From an optimization exercise on the open Yosys and OpenROAD flow, aimed at small area; shortcuts taken in it are not production practice.
In this exercise RTL edits were held to simulation tests only and were not proved equivalent to the original.
Power is estimated from default activity; no workload was simulated.

==> flow/design.v (outline; a module is shown in full before it is edited, if it fits) <==
// module kyber_modmul_seq: 51 lines
// module kyber_g_a211oi_1: 3 lines
// module kyber_g_a21boi_0: 3 lines
// module kyber_g_a21o_1: 3 lines
// module kyber_g_a21oi_1: 3 lines
// module kyber_g_a221oi_1: 3 lines
// module kyber_g_a22oi_1: 3 lines
// module kyber_g_a311oi_1: 3 lines
// module kyber_g_a31o_1: 3 lines
// module kyber_g_a31oi_1: 3 lines
// module kyber_g_a32oi_1: 3 lines
// module kyber_g_and2_0: 3 lines
// module kyber_g_and3_1: 3 lines
// module kyber_g_clkinv_1: 3 lines
// module kyber_g_nand2_1: 3 lines
// module kyber_g_nand2b_1: 3 lines
// module kyber_g_nand3_1: 3 lines
// module kyber_g_nand3b_1: 3 lines
// module kyber_g_nand4_1: 3 lines
// module kyber_g_nor2_1: 3 lines
// module kyber_g_nor2b_1: 3 lines
// module kyber_g_nor3_1: 3 lines
// module kyber_g_nor3b_1: 3 lines
// module kyber_g_nor4_1: 3 lines
// module kyber_g_o211ai_1: 3 lines
// module kyber_g_o21a_1: 3 lines
// module kyber_g_o21ai_0: 3 lines
// module kyber_g_o221ai_1: 3 lines
// module kyber_g_o22a_1: 3 lines
// module kyber_g_o22ai_1: 3 lines
// module kyber_g_o311a_1: 3 lines
// module kyber_g_o311ai_0: 3 lines
// module kyber_g_o31a_1: 3 lines
// module kyber_g_o31ai_1: 3 lines
// module kyber_g_o32a_1: 3 lines
// module kyber_g_o32ai_1: 3 lines
// module kyber_g_or3_1: 3 lines
// module kyber_g_xnor2_1: 3 lines
// module kyber_g_xor2_1: 3 lines
// module kyber_zeta_inv_gen: 320 lines
module kyber_zeta_inv_gen
(
  input  logic        clk,
  input  logic        reset,
  input  logic        start,
  output logic        busy,
  output logic        done,
  input  logic [6:0]  ad,
  input  logic        ce,
  input  logic        oce,
  output logic [11:0] dout
);
  // ...
==> flow/flow/run.sh <==
#!/bin/bash
# Standard synthesis (hierarchical, so the generated table logic keeps its
# gate structure), then an area re-map of the flattened combinational logic
# (best of several ABC recipes; flip-flops untouched), then the standard
# layout steps with small port buffers and a small clock tree.
set -euo pipefail
W=$PWD
F=$W/flow
R=$W/orfs/results/$FLOW_PLATFORM/kyber_zeta_inv_gen/base
YOSYS=$(command -v yosys || echo "$FLOW_HOME/../tools/install/yosys/bin/yosys")

bash standard.sh synth > $W/synth_std.log 2>&1
cp $R/1_2_yosys.v $W/std_netlist.v

mkdir -p $W/reopt
cp $F/recipes.txt $F/downsize.txt $F/seqcells.txt $W/reopt/
REOPT_LIB=$FLOW_HOME/platforms/$FLOW_PLATFORM/lib/sky130_fd_sc_hd__tt_025C_1v80.lib \
REOPT_TOP=$FLOW_TOP REOPT_DIR=$W/reopt REOPT_IN=$W/std_netlist.v REOPT_OUT=$W/reopt_netlist.v \
  $YOSYS -q -l $W/reopt.log -c $F/reopt.tcl > $W/reopt.out 2>&1
cp $W/reopt_netlist.v $R/1_2_yosys.v
touch $R/1_2_yosys.v

bash standard.sh \
  "BUFFER_PORTS_ARGS=-buffer_cell sky130_fd_sc_hd__buf_1" \
  "CTS_ARGS=-sink_clustering_enable -sink_clustering_size 30 -sink_clustering_max_diameter 400 -buf_list sky130_fd_sc_hd__clkbuf_4 -root_buf sky130_fd_sc_hd__clkbuf_4 -repair_clock_nets -dont_use_dummy_load" \
  finish > $W/layout.log 2>&1
==> flow/flow/downsize.txt <==
sky130_fd_sc_hd__a2111o_2 sky130_fd_sc_hd__a2111o_1
sky130_fd_sc_hd__a2111o_4 sky130_fd_sc_hd__a2111o_1
sky130_fd_sc_hd__a2111oi_1 sky130_fd_sc_hd__a2111oi_0
sky130_fd_sc_hd__a2111oi_2 sky130_fd_sc_hd__a2111oi_0
sky130_fd_sc_hd__a2111oi_4 sky130_fd_sc_hd__a2111oi_0
sky130_fd_sc_hd__a211o_2 sky130_fd_sc_hd__a211o_1
sky130_fd_sc_hd__a211o_4 sky130_fd_sc_hd__a211o_1
sky130_fd_sc_hd__a211oi_2 sky130_fd_sc_hd__a211oi_1
sky130_fd_sc_hd__a211oi_4 sky130_fd_sc_hd__a211oi_1
sky130_fd_sc_hd__a21bo_2 sky130_fd_sc_hd__a21bo_1
sky130_fd_sc_hd__a21bo_4 sky130_fd_sc_hd__a21bo_1
sky130_fd_sc_hd__a21boi_1 sky130_fd_sc_hd__a21boi_0
sky130_fd_sc_hd__a21boi_2 sky130_fd_sc_hd__a21boi_0
sky130_fd_sc_hd__a21boi_4 sky130_fd_sc_hd__a21boi_0
sky130_fd_sc_hd__a21o_2 sky130_fd_sc_hd__a21o_1
sky130_fd_sc_hd__a21o_4 sky130_fd_sc_hd__a21o_1
sky130_fd_sc_hd__a21oi_2 sky130_fd_sc_hd__a21oi_1
sky130_fd_sc_hd__a21oi_4 sky130_fd_sc_hd__a21oi_1
sky130_fd_sc_hd__a221o_2 sky130_fd_sc_hd__a221o_1
sky130_fd_sc_hd__a221o_4 sky130_fd_sc_hd__a221o_1
sky130_fd_sc_hd__a221oi_2 sky130_fd_sc_hd__a221oi_1
sky130_fd_sc_hd__a221oi_4 sky130_fd_sc_hd__a221oi_1
sky130_fd_sc_hd__a22o_2 sky130_fd_sc_hd__a22o_1
sky130_fd_sc_hd__a22o_4 sky130_fd_sc_hd__a22o_1
sky130_fd_sc_hd__a22oi_2 sky130_fd_sc_hd__a22oi_1
sky130_fd_sc_hd__a22oi_4 sky130_fd_sc_hd__a22oi_1
sky130_fd_sc_hd__a2bb2o_2 sky130_fd_sc_hd__a2bb2o_1
sky130_fd_sc_hd__a2bb2o_4 sky130_fd_sc_hd__a2bb2o_1
sky130_fd_sc_hd__a2bb2oi_2 sky130_fd_sc_hd__a2bb2oi_1
sky130_fd_sc_hd__a2bb2oi_4 sky130_fd_sc_hd__a2bb2oi_1
sky130_fd_sc_hd__a311o_2 sky130_fd_sc_hd__a311o_1
sky130_fd_sc_hd__a311o_4 sky130_fd_sc_hd__a311o_1
sky130_fd_sc_hd__a311oi_2 sky130_fd_sc_hd__a311oi_1
sky130_fd_sc_hd__a311oi_4 sky130_fd_sc_hd__a311oi_1
sky130_fd_sc_hd__a31o_2 sky130_fd_sc_hd__a31o_1
sky130_fd_sc_hd__a31o_4 sky130_fd_sc_hd__a31o_1
sky130_fd_sc_hd__a31oi_2 sky130_fd_sc_hd__a31oi_1
sky130_fd_sc_hd__a31oi_4 sky130_fd_sc_hd__a31oi_1
sky130_fd_sc_hd__a32o_2 sky130_fd_sc_hd__a32o_1
sky130_fd_sc_hd__a32o_4 sky130_fd_sc_hd__a32o_1
sky130_fd_sc_hd__a32oi_2 sky130_fd_sc_hd__a32oi_1
sky130_fd_sc_hd__a32oi_4 sky130_fd_sc_hd__a32oi_1
sky130_fd_sc_hd__a41o_2 sky130_fd_sc_hd__a41o_1
sky130_fd_sc_hd__a41o_4 sky130_fd_sc_hd__a41o_1
sky130_fd_sc_hd__a41oi_2 sky130_fd_sc_hd__a41oi_1
sky130_fd_sc_hd__a41oi_4 sky130_fd_sc_hd__a41oi_1
sky130_fd_sc_hd__and2_1 sky130_fd_sc_hd__and2_0
sky130_fd_sc_hd__and2_2 sky130_fd_sc_hd__and2_0
sky130_fd_sc_hd__and2_4 sky130_fd_sc_hd__and2_0
sky130_fd_sc_hd__and2b_2 sky130_fd_sc_hd__and2b_1
sky130_fd_sc_hd__and2b_4 sky130_fd_sc_hd__and2b_1
sky130_fd_sc_hd__and3_2 sky130_fd_sc_hd__and3_1
sky130_fd_sc_hd__and3_4 sky130_fd_sc_hd__and3_1
sky130_fd_sc_hd__and3b_2 sky130_fd_sc_hd__and3b_1
sky130_fd_sc_hd__and3b_4 sky130_fd_sc_hd__and3b_1
sky130_fd_sc_hd__and4_2 sky130_fd_sc_hd__and4_1
sky130_fd_sc_hd__and4_4 sky130_fd_sc_hd__and4_1
sky130_fd_sc_hd__and4b_2 sky130_fd_sc_hd__and4b_1
sky130_fd_sc_hd__and4b_4 sky130_fd_sc_hd__and4b_1
sky130_fd_sc_hd__and4bb_2 sky130_fd_sc_hd__and4bb_1
sky130_fd_sc_hd__and4bb_4 sky130_fd_sc_hd__and4bb_1
sky130_fd_sc_hd__fa_2 sky130_fd_sc_hd__fa_1
sky130_fd_sc_hd__fa_4 sky130_fd_sc_hd__fa_1
sky130_fd_sc_hd__ha_2 sky130_fd_sc_hd__ha_1
sky130_fd_sc_hd__ha_4 sky130_fd_sc_hd__ha_1
sky130_fd_sc_hd__maj3_2 sky130_fd_sc_hd__maj3_1
sky130_fd_sc_hd__maj3_4 sky130_fd_sc_hd__maj3_1
sky130_fd_sc_hd__mux2_2 sky130_fd_sc_hd__mux2_1
sky130_fd_sc_hd__mux2_4 sky130_fd_sc_hd__mux2_1
sky130_fd_sc_hd__mux2_8 sky130_fd_sc_hd__mux2_1
sky130_fd_sc_hd__mux2i_2 sky130_fd_sc_hd__mux2i_1
sky130_fd_sc_hd__mux2i_4 sky130_fd_sc_hd__mux2i_1
sky130_fd_sc_hd__mux4_4 sky130_fd_sc_hd__mux4_2
sky130_fd_sc_hd__mux4_1 sky130_fd_sc_hd__mux4_2
sky130_fd_sc_hd__nand2_2 sky130_fd_sc_hd__nand2_1
sky130_fd_sc_hd__nand2_4 sky130_fd_sc_hd__nand2_1
sky130_fd_sc_hd__nand2_8 sky130_fd_sc_hd__nand2_1
sky130_fd_sc_hd__nand2b_2 sky130_fd_sc_hd__nand2b_1
sky130_fd_sc_hd__nand2b_4 sky130_fd_sc_hd__nand2b_1
sky130_fd_sc_hd__nand3_2 sky130_fd_sc_hd__nand3_1
sky130_fd_sc_hd__nand3_4 sky130_fd_sc_hd__nand3_1
sky130_fd_sc_hd__nand3b_2 sky130_fd_sc_hd__nand3b_1
sky130_fd_sc_hd__nand3b_4 sky130_fd_sc_hd__nand3b_1
sky130_fd_sc_hd__nand4_2 sky130_fd_sc_hd__nand4_1
sky130_fd_sc_hd__nand4_4 sky130_fd_sc_hd__nand4_1
sky130_fd_sc_hd__nand4b_2 sky130_fd_sc_hd__nand4b_1
sky130_fd_sc_hd__nand4b_4 sky130_fd_sc_hd__nand4b_1
sky130_fd_sc_hd__nand4bb_2 sky130_fd_sc_hd__nand4bb_1
sky130_fd_sc_hd__nand4bb_4 sky130_fd_sc_hd__nand4bb_1
sky130_fd_sc_hd__nor2_2 sky130_fd_sc_hd__nor2_1
sky130_fd_sc_hd__nor2_4 sky130_fd_sc_hd__nor2_1
sky130_fd_sc_hd__nor2_8 sky130_fd_sc_hd__nor2_1
sky130_fd_sc_hd__nor2b_2 sky130_fd_sc_hd__nor2b_1
sky130_fd_sc_hd__nor2b_4 sky130_fd_sc_hd__nor2b_1
sky130_fd_sc_hd__nor3_2 sky130_fd_sc_hd__nor3_1
sky130_fd_sc_hd__nor3_4 sky130_fd_sc_hd__nor3_1
sky130_fd_sc_hd__nor3b_2 sky130_fd_sc_hd__nor3b_1
sky130_fd_sc_hd__nor3b_4 sky130_fd_sc_hd__nor3b_1
sky130_fd_sc_hd__nor4_2 sky130_fd_sc_hd__nor4_1
sky130_fd_sc_hd__nor4_4 sky130_fd_sc_hd__nor4_1
sky130_fd_sc_hd__nor4b_2 sky130_fd_sc_hd__nor4b_1
sky130_fd_sc_hd__nor4b_4 sky130_fd_sc_hd__nor4b_1
sky130_fd_sc_hd__nor4bb_2 sky130_fd_sc_hd__nor4bb_1
sky130_fd_sc_hd__nor4bb_4 sky130_fd_sc_hd__nor4bb_1
sky130_fd_sc_hd__o2111a_2 sky130_fd_sc_hd__o2111a_1
sky130_fd_sc_hd__o2111a_4 sky130_fd_sc_hd__o2111a_1
sky130_fd_sc_hd__o2111ai_2 sky130_fd_sc_hd__o2111ai_1
sky130_fd_sc_hd__o2111ai_4 sky130_fd_sc_hd__o2111ai_1
sky130_fd_sc_hd__o211a_2 sky130_fd_sc_hd__o211a_1
sky130_fd_sc_hd__o211a_4 sky130_fd_sc_hd__o211a_1
sky130_fd_sc_hd__o211ai_2 sky130_fd_sc_hd__o211ai_1
sky130_fd_sc_hd__o211ai_4 sky130_fd_sc_hd__o211ai_1
sky130_fd_sc_hd__o21a_2 sky130_fd_sc_hd__o21a_1
sky130_fd_sc_hd__o21a_4 sky130_fd_sc_hd__o21a_1
sky130_fd_sc_hd__o21ai_1 sky130_fd_sc_hd__o21ai_0
sky130_fd_sc_hd__o21ai_2 sky130_fd_sc_hd__o21ai_0
sky130_fd_sc_hd__o21ai_4 sky130_fd_sc_hd__o21ai_0
sky130_fd_sc_hd__o21ba_2 sky130_fd_sc_hd__o21ba_1
sky130_fd_sc_hd__o21ba_4 sky130_fd_sc_hd__o21ba_1
sky130_fd_sc_hd__o21bai_2 sky130_fd_sc_hd__o21bai_1
sky130_fd_sc_hd__o21bai_4 sky130_fd_sc_hd__o21bai_1
sky130_fd_sc_hd__o221a_2 sky130_fd_sc_hd__o221a_1
sky130_fd_sc_hd__o221a_4 sky130_fd_sc_hd__o221a_1
sky130_fd_sc_hd__o221ai_2 sky130_fd_sc_hd__o221ai_1
sky130_fd_sc_hd__o221ai_4 sky130_fd_sc_hd__o221ai_1
sky130_fd_sc_hd__o22a_2 sky130_fd_sc_hd__o22a_1
sky130_fd_sc_hd__o22a_4 sky130_fd_sc_hd__o22a_1
sky130_fd_sc_hd__o22ai_2 sky130_fd_sc_hd__o22ai_1
sky130_fd_sc_hd__o22ai_4 sky130_fd_sc_hd__o22ai_1
sky130_fd_sc_hd__o2bb2a_2 sky130_fd_sc_hd__o2bb2a_1
sky130_fd_sc_hd__o2bb2a_4 sky130_fd_sc_hd__o2bb2a_1
sky130_fd_sc_hd__o2bb2ai_2 sky130_fd_sc_hd__o2bb2ai_1
sky130_fd_sc_hd__o2bb2ai_4 sky130_fd_sc_hd__o2bb2ai_1
sky130_fd_sc_hd__o311a_2 sky130_fd_sc_hd__o311a_1
sky130_fd_sc_hd__o311a_4 sky130_fd_sc_hd__o311a_1
sky130_fd_sc_hd__o311ai_1 sky130_fd_sc_hd__o311ai_0
sky130_fd_sc_hd__o311ai_2 sky130_fd_sc_hd__o311ai_0
sky130_fd_sc_hd__o311ai_4 sky130_fd_sc_hd__o311ai_0
sky130_fd_sc_hd__o31a_2 sky130_fd_sc_hd__o31a_1
sky130_fd_sc_hd__o31a_4 sky130_fd_sc_hd__o31a_1
sky130_fd_sc_hd__o31ai_2 sky130_fd_sc_hd__o31ai_1
sky130_fd_sc_hd__o31ai_4 sky130_fd_sc_hd__o31ai_1
sky130_fd_sc_hd__o32a_2 sky130_fd_sc_hd__o32a_1
sky130_fd_sc_hd__o32a_4 sky130_fd_sc_hd__o32a_1
sky130_fd_sc_hd__o32ai_2 sky130_fd_sc_hd__o32ai_1
sky130_fd_sc_hd__o32ai_4 sky130_fd_sc_hd__o32ai_1
sky130_fd_sc_hd__o41a_2 sky130_fd_sc_hd__o41a_1
sky130_fd_sc_hd__o41a_4 sky130_fd_sc_hd__o41a_1
sky130_fd_sc_hd__o41ai_2 sky130_fd_sc_hd__o41ai_1
sky130_fd_sc_hd__o41ai_4 sky130_fd_sc_hd__o41ai_1
sky130_fd_sc_hd__or2_1 sky130_fd_sc_hd__or2_0
sky130_fd_sc_hd__or2_2 sky130_fd_sc_hd__or2_0
sky130_fd_sc_hd__or2_4 sky130_fd_sc_hd__or2_0
sky130_fd_sc_hd__or2b_2 sky130_fd_sc_hd__or2b_1
sky130_fd_sc_hd__or2b_4 sky130_fd_sc_hd__or2b_1
sky130_fd_sc_hd__or3_2 sky130_fd_sc_hd__or3_1
sky130_fd_sc_hd__or3_4 sky130_fd_sc_hd__or3_1
sky130_fd_sc_hd__or3b_2 sky130_fd_sc_hd__or3b_1
sky130_fd_sc_hd__or3b_4 sky130_fd_sc_hd__or3b_1
sky130_fd_sc_hd__or4_2 sky130_fd_sc_hd__or4_1
sky130_fd_sc_hd__or4_4 sky130_fd_sc_hd__or4_1
sky130_fd_sc_hd__or4b_2 sky130_fd_sc_hd__or4b_1
sky130_fd_sc_hd__or4b_4 sky130_fd_sc_hd__or4b_1
sky130_fd_sc_hd__or4bb_2 sky130_fd_sc_hd__or4bb_1
sky130_fd_sc_hd__or4bb_4 sky130_fd_sc_hd__or4bb_1
sky130_fd_sc_hd__xnor2_2 sky130_fd_sc_hd__xnor2_1
sky130_fd_sc_hd__xnor2_4 sky130_fd_sc_hd__xnor2_1
sky130_fd_sc_hd__xnor3_2 sky130_fd_sc_hd__xnor3_1
sky130_fd_sc_hd__xnor3_4 sky130_fd_sc_hd__xnor3_1
sky130_fd_sc_hd__xor2_2 sky130_fd_sc_hd__xor2_1
sky130_fd_sc_hd__xor2_4 sky130_fd_sc_hd__xor2_1
sky130_fd_sc_hd__xor3_2 sky130_fd_sc_hd__xor3_1
sky130_fd_sc_hd__xor3_4 sky130_fd_sc_hd__xor3_1
==> flow/flow/recipes.txt <==
strash; dch -f; map -a; topo
strash; map -a; topo
strash; dch; map -a; topo
strash; dch -f; amap; topo
strash; balance -l; resub -K 6 -l; rewrite -l; resub -K 6 -N 2 -l; refactor -l; resub -K 8 -l; balance -l; resub -K 8 -N 2 -l; rewrite -l; resub -K 10 -l; rewrite -z -l; resub -K 10 -N 2 -l; balance -l; resub -K 12 -l; refactor -z -l; resub -K 12 -N 2 -l; rewrite -z -l; balance -l; dch -f; map -a; topo
strash; balance -l; resub -K 6 -l; rewrite -l; resub -K 6 -N 2 -l; refactor -l; resub -K 8 -l; balance -l; resub -K 8 -N 2 -l; rewrite -l; resub -K 10 -l; rewrite -z -l; resub -K 10 -N 2 -l; balance -l; resub -K 12 -l; refactor -z -l; resub -K 12 -N 2 -l; rewrite -z -l; balance -l; balance -l; resub -K 6 -l; rewrite -l; resub -K 6 -N 2 -l; refactor -l; resub -K 8 -l; balance -l; resub -K 8 -N 2 -l; rewrite -l; resub -K 10 -l; rewrite -z -l; resub -K 10 -N 2 -l; balance -l; resub -K 12 -l; refactor -z -l; resub -K 12 -N 2 -l; rewrite -z -l; balance -l; dch -f; map -a; strash; dch -f; map -a; topo
==> flow/flow/reopt.tcl <==
# Re-map the combinational logic of the standard synthesis netlist for area.
# Flip-flops keep their instance names and cell types. Several ABC recipes
# are tried on the same logic and the smallest mapping is kept.
yosys -import
set lib $::env(REOPT_LIB)
set top $::env(REOPT_TOP)
set dir $::env(REOPT_DIR)
read_liberty -ignore_miss_func $lib
read_verilog $::env(REOPT_IN)
hierarchy -top $top

# Candidate 0: the standard netlist as it is, with every logic cell at its
# smallest drive strength (same function, no restructuring).
design -save orig
set fh [open $dir/downsize.txt r]
foreach line [split [string trim [read $fh]] "\n"] {
  lassign $line from to
  chtype -map $from $to $top
}
close $fh
opt_clean -purge
tee -q -o $dir/stat_keep.txt stat -liberty $lib
set f [open $dir/stat_keep.txt r]; set s [read $f]; close $f
regexp "Chip area for module .\\\\$top.: (\[0-9.\]+)" $s -> keeparea
log "KEEP AREA $keeparea"
design -save keep

# Candidate 1: the logic that feeds dout (the table) kept cell for cell as
# in candidate 0; the rest of the logic re-mapped by ABC (first recipe).
set fh [open $dir/seqcells.txt r]; set seqs [string trim [read $fh]]; close $fh
select -set tbl o:dout %ci*:-$seqs
select -set tblc @tbl c:* %i
setattr -set keep_hierarchy 1 @tblc
setattr -mod -set keep_hierarchy 1 sky130_fd_sc_hd__df* sky130_fd_sc_hd__edf*
flatten
opt_clean -purge
set fh [open $dir/recipes.txt r]
set r0 [lindex [split [string trim [read $fh]] "\n"] 0]
close $fh
set sf $dir/recipe_hyb.abc
set o [open $sf w]
puts $o [string map {"; " "\n"} $r0]
close $o
abc -liberty $lib -dont_use *lpflow* -dont_use *probe* -script $sf
opt_clean -purge
setattr -unset keep_hierarchy @tblc
tee -q -o $dir/stat_hyb.txt stat -liberty $lib
set f [open $dir/stat_hyb.txt r]; set s [read $f]; close $f
regexp "Chip area for module .\\\\$top.: (\[0-9.\]+)" $s -> hybarea
log "HYB AREA $hybarea"
if {$hybarea < $keeparea} {
  set keeparea $hybarea
  design -save keep
}
design -load orig

setattr -mod -set keep_hierarchy 1 sky130_fd_sc_hd__df* sky130_fd_sc_hd__edf* sky130_fd_sc_hd__sdf* sky130_fd_sc_hd__dl*
flatten
opt_clean -purge
design -save base
set best -1
set bestarea 1e30
set fh [open $dir/recipes.txt r]
set recipes [split [string trim [read $fh]] "\n"]
close $fh
set k 0
foreach r $recipes {
  design -load base
  set sf $dir/recipe_$k.abc
  set o [open $sf w]
  puts $o [string map {"; " "\n"} $r]
  close $o
  abc -liberty $lib -dont_use *lpflow* -dont_use *probe* -script $sf
  opt_clean -purge
  tee -q -o $dir/stat_$k.txt stat -liberty $lib
  set f [open $dir/stat_$k.txt r]; set s [read $f]; close $f
  regexp "Chip area for module .\\\\$top.: (\[0-9.\]+)" $s -> area
  log "RECIPE $k AREA $area :: $r"
  if {$area < $bestarea} { set bestarea $area; set best $k }
  design -save r$k
  incr k
}
log "BEST $best AREA $bestarea"
if {$keeparea <= $bestarea} {
  log "USING KEEP AREA $keeparea"
  design -load keep
} else {
  design -load r$best
}
hilomap -singleton -hicell sky130_fd_sc_hd__conb_1 HI -locell sky130_fd_sc_hd__conb_1 LO
splitnets
opt_clean -purge
stat -liberty $lib
select $top
write_verilog -noattr -noexpr -selected $::env(REOPT_OUT)
==> flow/flow/seqcells.txt <==
sky130_fd_sc_hd__dfbbn_1,sky130_fd_sc_hd__dfbbn_2,sky130_fd_sc_hd__dfbbp_1,sky130_fd_sc_hd__dfrbp_1,sky130_fd_sc_hd__dfrbp_2,sky130_fd_sc_hd__dfrtn_1,sky130_fd_sc_hd__dfrtp_1,sky130_fd_sc_hd__dfrtp_2,sky130_fd_sc_hd__dfrtp_4,sky130_fd_sc_hd__dfsbp_1,sky130_fd_sc_hd__dfsbp_2,sky130_fd_sc_hd__dfstp_1,sky130_fd_sc_hd__dfstp_2,sky130_fd_sc_hd__dfstp_4,sky130_fd_sc_hd__dfxbp_1,sky130_fd_sc_hd__dfxbp_2,sky130_fd_sc_hd__dfxtp_1,sky130_fd_sc_hd__dfxtp_2,sky130_fd_sc_hd__dfxtp_4,sky130_fd_sc_hd__dlclkp_1,sky130_fd_sc_hd__dlclkp_2,sky130_fd_sc_hd__dlclkp_4,sky130_fd_sc_hd__dlrbn_1,sky130_fd_sc_hd__dlrbn_2,sky130_fd_sc_hd__dlrbp_1,sky130_fd_sc_hd__dlrbp_2,sky130_fd_sc_hd__dlrtn_1,sky130_fd_sc_hd__dlrtn_2,sky130_fd_sc_hd__dlrtn_4,sky130_fd_sc_hd__dlrtp_1,sky130_fd_sc_hd__dlrtp_2,sky130_fd_sc_hd__dlrtp_4,sky130_fd_sc_hd__dlxbn_1,sky130_fd_sc_hd__dlxbn_2,sky130_fd_sc_hd__dlxbp_1,sky130_fd_sc_hd__dlxtn_1,sky130_fd_sc_hd__dlxtn_2,sky130_fd_sc_hd__dlxtn_4,sky130_fd_sc_hd__dlxtp_1,sky130_fd_sc_hd__dlygate4sd1_1,sky130_fd_sc_hd__dlygate4sd2_1,sky130_fd_sc_hd__dlygate4sd3_1,sky130_fd_sc_hd__dlymetal6s2s_1,sky130_fd_sc_hd__dlymetal6s4s_1,sky130_fd_sc_hd__dlymetal6s6s_1,sky130_fd_sc_hd__edfxbp_1,sky130_fd_sc_hd__edfxtp_1,sky130_fd_sc_hd__sdfbbn_1,sky130_fd_sc_hd__sdfbbn_2,sky130_fd_sc_hd__sdfbbp_1,sky130_fd_sc_hd__sdfrbp_1,sky130_fd_sc_hd__sdfrbp_2,sky130_fd_sc_hd__sdfrtn_1,sky130_fd_sc_hd__sdfrtp_1,sky130_fd_sc_hd__sdfrtp_2,sky130_fd_sc_hd__sdfrtp_4,sky130_fd_sc_hd__sdfsbp_1,sky130_fd_sc_hd__sdfsbp_2,sky130_fd_sc_hd__sdfstp_1,sky130_fd_sc_hd__sdfstp_2,sky130_fd_sc_hd__sdfstp_4,sky130_fd_sc_hd__sdfxbp_1,sky130_fd_sc_hd__sdfxbp_2,sky130_fd_sc_hd__sdfxtp_1,sky130_fd_sc_hd__sdfxtp_2,sky130_fd_sc_hd__sdfxtp_4,sky130_fd_sc_hd__sedfxbp_1,sky130_fd_sc_hd__sedfxbp_2,sky130_fd_sc_hd__sedfxtp_1,sky130_fd_sc_hd__sedfxtp_2,sky130_fd_sc_hd__sedfxtp_4
==> flow/standard.sh <==
#!/bin/bash
# synth_recipe.tcl (not shown) runs the flow's synth.tcl, then flattens the netlist and writes it again
# the make line also repeats each setting of config.mk as NAME=value (left out here)
make -C /OpenROAD-flow-scripts/flow DESIGN_CONFIG=/design/flow/config.mk WORK_HOME=/design/flow/orfs CLKGATE_MAP_FILE= SYNTH_SCRIPT=/design/flow/synth_recipe.tcl "${@:-finish}"
==> flow/config.mk <==
export PLATFORM = sky130hd
export DESIGN_NAME = kyber_zeta_inv_gen
export DESIGN_NICKNAME = kyber_zeta_inv_gen
export VERILOG_FILES = /design/flow/design.v
export SDC_FILE = /design/flow/constraint.sdc
export NUM_CORES = 4
export LEC_CHECK = 0
export CAP_MARGIN = 20
export CORE_MARGIN = 2
export CORE_UTILIZATION = 45
export GPL_TIMING_DRIVEN = 0
export SETUP_SLACK_MARGIN = 0.4
export SLEW_MARGIN = 20
export SYNTH_HIERARCHICAL = 1
==> flow/constraint.sdc <==
create_clock -name core_clock -period 6.0 [get_ports {clk}]
set_input_delay 1.2000 -clock core_clock [delete_from_list [all_inputs] [get_ports {clk}]]
set_output_delay 1.2000 -clock core_clock [all_outputs]
set_load 0.01 [all_outputs]
==> metrics.md, run 1 <==
| Metric | Value |
|---|---|
| Worst Setup EP | dout[1] |
| Pwr/cell area | about 250 mW/mm² |
| Worst Hold Class | flop to flop |
| Status | finished clean |
| WL met2 | 3410 µm |
| Final Instance Area | 0.00228 mm² |
| WHS Endpoint | r_lfsr[1]$_SDFF_PN0_ |
| GR Util met3 | 0.0499 |
| Worst skew pair latency | slightly below 0.3 ns |
| Starting DRT DRC Count | between 500 and 600 |
| Hold_sp | r_lfsr[0]$_SDFF_PN0_ |
| Combinational gate power | around 0.00026 W |
| Layout fillers | 468 |
| Met3 WL | between 800 and 900 µm |
| Inverters excl. clock | 8 |
| Combinational fraction of design power | 0.460 |
| Hold_ws | about 0.42 ns |
| H-tree levels | 1 |
| DP Worst Slack | 1.56 ns |
| Vias/cell | between 6 and 7 |
| RSZ-0062 raised after global routing | no |
| Cell count along the critical path | 12 |
| Met1 Track Usage GR | 0.395 |
| # hold bufs at CTS | 0 |
| Switching Share | 0.430 |
==> run 2: changes to the inputs <==
--- a/flow/design.v
+++ b/flow/design.v
@@ -189,3 +189,3 @@
   logic [10:0] r_lfsr;
-  logic        r_busy;
+  logic        r_idle;
   logic        r_fin;
@@ -202,6 +202,6 @@
   assign w_end = (r_lfsr == LFSR_END);
-  assign w_acc = start && !r_busy && !r_fin;
+  assign w_acc = start && r_idle && !r_fin;
   always_ff @(posedge clk) begin
-    if (r_busy) r_lfsr <= {~r_lfsr[9:0], r_lfsr[10] ^ r_lfsr[8]};
-    else        r_lfsr <= '0;
+    if (!r_idle) r_lfsr <= {~r_lfsr[9:0], r_lfsr[10] ^ r_lfsr[8]};
+    else         r_lfsr <= '0;
   end
@@ -209,3 +209,3 @@
     if (reset) begin
-      r_busy <= 1'b0;
+      r_idle <= 1'b1;
       r_fin  <= 1'b0;
@@ -213,4 +213,4 @@
     end else begin
-      r_busy <= w_acc || (r_busy && !w_end);
-      r_fin  <= r_busy && w_end;
+      r_idle <= !(w_acc || (!r_idle && !w_end));
+      r_fin  <= !r_idle && w_end;
       r_done <= r_fin || (r_done && !w_acc);
@@ -223,3 +223,3 @@
     if (reset)   r_nz <= 1'b0;
-    else if (ce) r_nz <= !r_busy;
+    else if (ce) r_nz <= r_idle;
   end
@@ -491,3 +491,3 @@
   kyber_g_nor2_1 u_g262 (.A(rn_new_n278), .B(rn_new_n282), .Y(w_rom[11]));
-  assign busy = r_busy;
+  assign busy = !r_idle;
   assign done = r_done;
==> metrics.md, run 2 <==
| Metric | Value |
|---|---|
| Status | finished clean |
| Biggest register | r_lfsr |
| Max-slew violations | 0 |
| Die area | 0.00501 mm² |
| Mapped Cells | ~310 |
| Max Clock Skew | between 0.004 and 0.005 ns |
| First-pass GRT wire length | around 12,000 µm |
| Pin count of the biggest net entering global routing | 29 |
| Die W | 70.8 µm |
| Post-route clock period utilization | 0.835 |
| Number of flip-flops in the largest register | 11 |
| Core area | roughly 0.0043 mm² |
| Via Count | around 2,700 |
| Root cell of the clock tree | clkbuf_4 |
| Share of layout cells above drive strength 1 | 0.0236 |
| Syn Area/Cell | around 6.5 µm² |
| Commonest non-fill, non-tap cell in the layout | nand2_1 |
| # hold bufs at CTS | 0 (unchanged) |
| Initial antenna violation count | 0 |
| # resized after CTS | 0 |
| Die height | between 70 and 80 µm |
| Core Util, Final | 0.516 |
| Clk sinks | 22 |
| Final setup fails | 0 |
| Fin nets | 353 |
| CP Max Fanout | 17 |
| Vias in the first global route | ~2,400 |
| Max Cap Viol | 0 |
| Setup bufs post-CTS | 0 |
| CTS Buffer Depth | 2 |
| Lkg Pwr | between 0.8 and 0.9 nW |
| Synth warn | 7 |
| Critical Path Max Stage Delay | roughly 0.75 ns |
| Inserted Clock Buffers | 3 |
| Crit path kind | flop to primary output |
| 1st-pass router iterations | 5 |
| Vias/cell | 6.93 (+0.33%) |
| DR WL/cell | roughly 20 µm |
| Crit end category | primary output |
| Buffers on Ports | 24 |
| HPWL after detailed placement | between 5000 and 6000 µm |
| Hold Vio Cnt, Final | 0 |
| H-tree levels | 1 (unchanged) |
| Rel. slew slack | 0.402 |
| Arrival time worst endpoint | 3.81 ns |
| VDD IR max | ~0.25 mV |
| Final Wtd Congestion | 0.987 |
| FMAX | 200 MHz |
| RSZ-0062 raised after global routing | no |
| Most frequent cells in the layout | nand2_1, a21oi_1, nor2_1 |
| # DRC | 0 |
| Pwr/cell area | 244 mW/mm² (-2.0%) |
| Largest regs | r_lfsr x11, r_ad x7 |
| Worst skew pair latency | 0.29 ns (about the same) |
| Fin cells | ~390 |
| Remaining Overflow, GRT | 0 |
| N_diodes | 0 |
| Initial Utilization | 0.464 |
| Crit path time final | 5.01 ns |
| CP required | between 4 and 5 ns |
| Worst Hold Class | flop to flop |
| Netlist Area Pre-Place | approximately 0.0020 mm² |
| Total GRT Usage | 0.310 |
| Top-Level Pins | 26 |
| Worst-path cell chain | inv_1 > nor2_1 > o21ai_0 > nand2b_1 > a21oi_1 > nand3_1 > nand2_1 > o21ai_0 > a21oi_1 > buf_1 |
| Syn nets | ~320 |
| Number of antenna-violating nets in the routed design | 0 |
| WL final | slightly below 8000 µm |
| CTS tree | yes |
| Total placed cells including tap cells | around 390 |
| Crit start category | flop |
| Worst-path clk slew | ~0.10 ns |
| Starting DRT DRC Count | 583 (+13%) |
| Num rows | 24 |
| Slowest CP cell | edfxtp_1 |
| Area Growth Syn to Fin | 11.1% |
| Total negative slack | 0 ns |
| Worst-margin pin slew | ~0.90 ns |
## run 2: worst paths after layout
path / slack, ns / start / end / cells past startpoint
setup reg to reg: 4.98 / r_nz$_DFFE_PP0P_ / r_nz$_DFFE_PP0P_ / 1
min in group asynchronous: 0.74 / reset / r_done$_DFF_PP0_ / 2
hold reg to reg: 0.42 / r_lfsr[3]$_SDFF_PP0_ / r_lfsr[4]$_SDFF_PP0_ / 1
max in group asynchronous: 5.03 / reset / r_idle$_DFF_PP1_ / 2
setup / recovery: 0.99 / r_ad[1]$_DFFE_PP_ / dout[0] / 10
hold / removal: 0.42 / r_lfsr[3]$_SDFF_PP0_ / r_lfsr[4]$_SDFF_PP0_ / 1
## run 2: cell type report
cell class                      instances  area [µm²]
Inverter                                9        33.8
Multi-Input combinational cell        277        1440
Buffer                                  1        5.00
Sequential cell                        22         532
Fill cell                             453        2090
Tap cell                               52        65.1
Timing Repair Buffer                   27         135
Clock buffer                            3        22.5
## run 2: per-stage QoR
| stage | total power (W) | setup slack, ns | hold WS [ns] | area (µm²) |
|---|---|---|---|---|
| final | 0.000543 | 0.989 | 0.419 | 2230 |
| after global routing | 0.000575 | 0.900 | 0.427 | 2230 |
| after CTS | 0.000534 | 1.22 | 0.417 | 2230 |
| after detailed placement | 0.000471 | 1.56 | 0.399 | 2210 |
| after global placement | 0.000472 | 1.41 | 0.393 | 2160 |
| after floorplan | 0.000396 | 2.34 | 0.379 | 2010 |
## run 2: critical path, delay by kind of cell, from the launching register on
kind	cells	cell delay, ns
DFF	1	0.75
AOI/OAI and AO/OA	4	0.97
buffers and inverters	2	0.52
and+or+nand+nor	4	1.27
## run 2: layer usage
| layer | wire (µm) | track usage |
|---|---|---|
| met4 | 538 | 0.205 |
| met1 | 2970 | 0.400 |
| met2 | 3410 | 0.481 |
| met3 | 861 | 0.0470 |
| met5 | 0 | 0 |
## run 2: power breakdown
group,leakage (nW),switching (W),internal (W)
Clock,0.0138,0.0000376,0.0000233
Combinational,0.639,0.000150,0.0000844
Sequential,0.213,0.0000476,0.000200
Total,0.866,0.000235,0.000308

what the ideal ports hide:
Ports are ideal in the flow. The routed layouts listed here were re-timed in OpenROAD.
Step 1 sets driving cells, clkbuf_16 on the clock port and buf_2 on the other inputs (assumed; they add their load-dependent delay and slew).
Step 2 also shifts input and output timing later by t, the mid clock arrival at the registers, as if the neighbouring blocks saw the same clock.
a / b / c = ideal ports / drivers / drivers and shift; a / b = the first two.
run | t, ns | setup WS [ns] | cell pins on the clock port's net
run 1 | 0.309 | 1.084 / 1.061 / 1.370 | 1
run 2 | 0.309 | 0.989 / 0.968 / 1.277 | 1
After both steps every run listed still meets setup and hold.
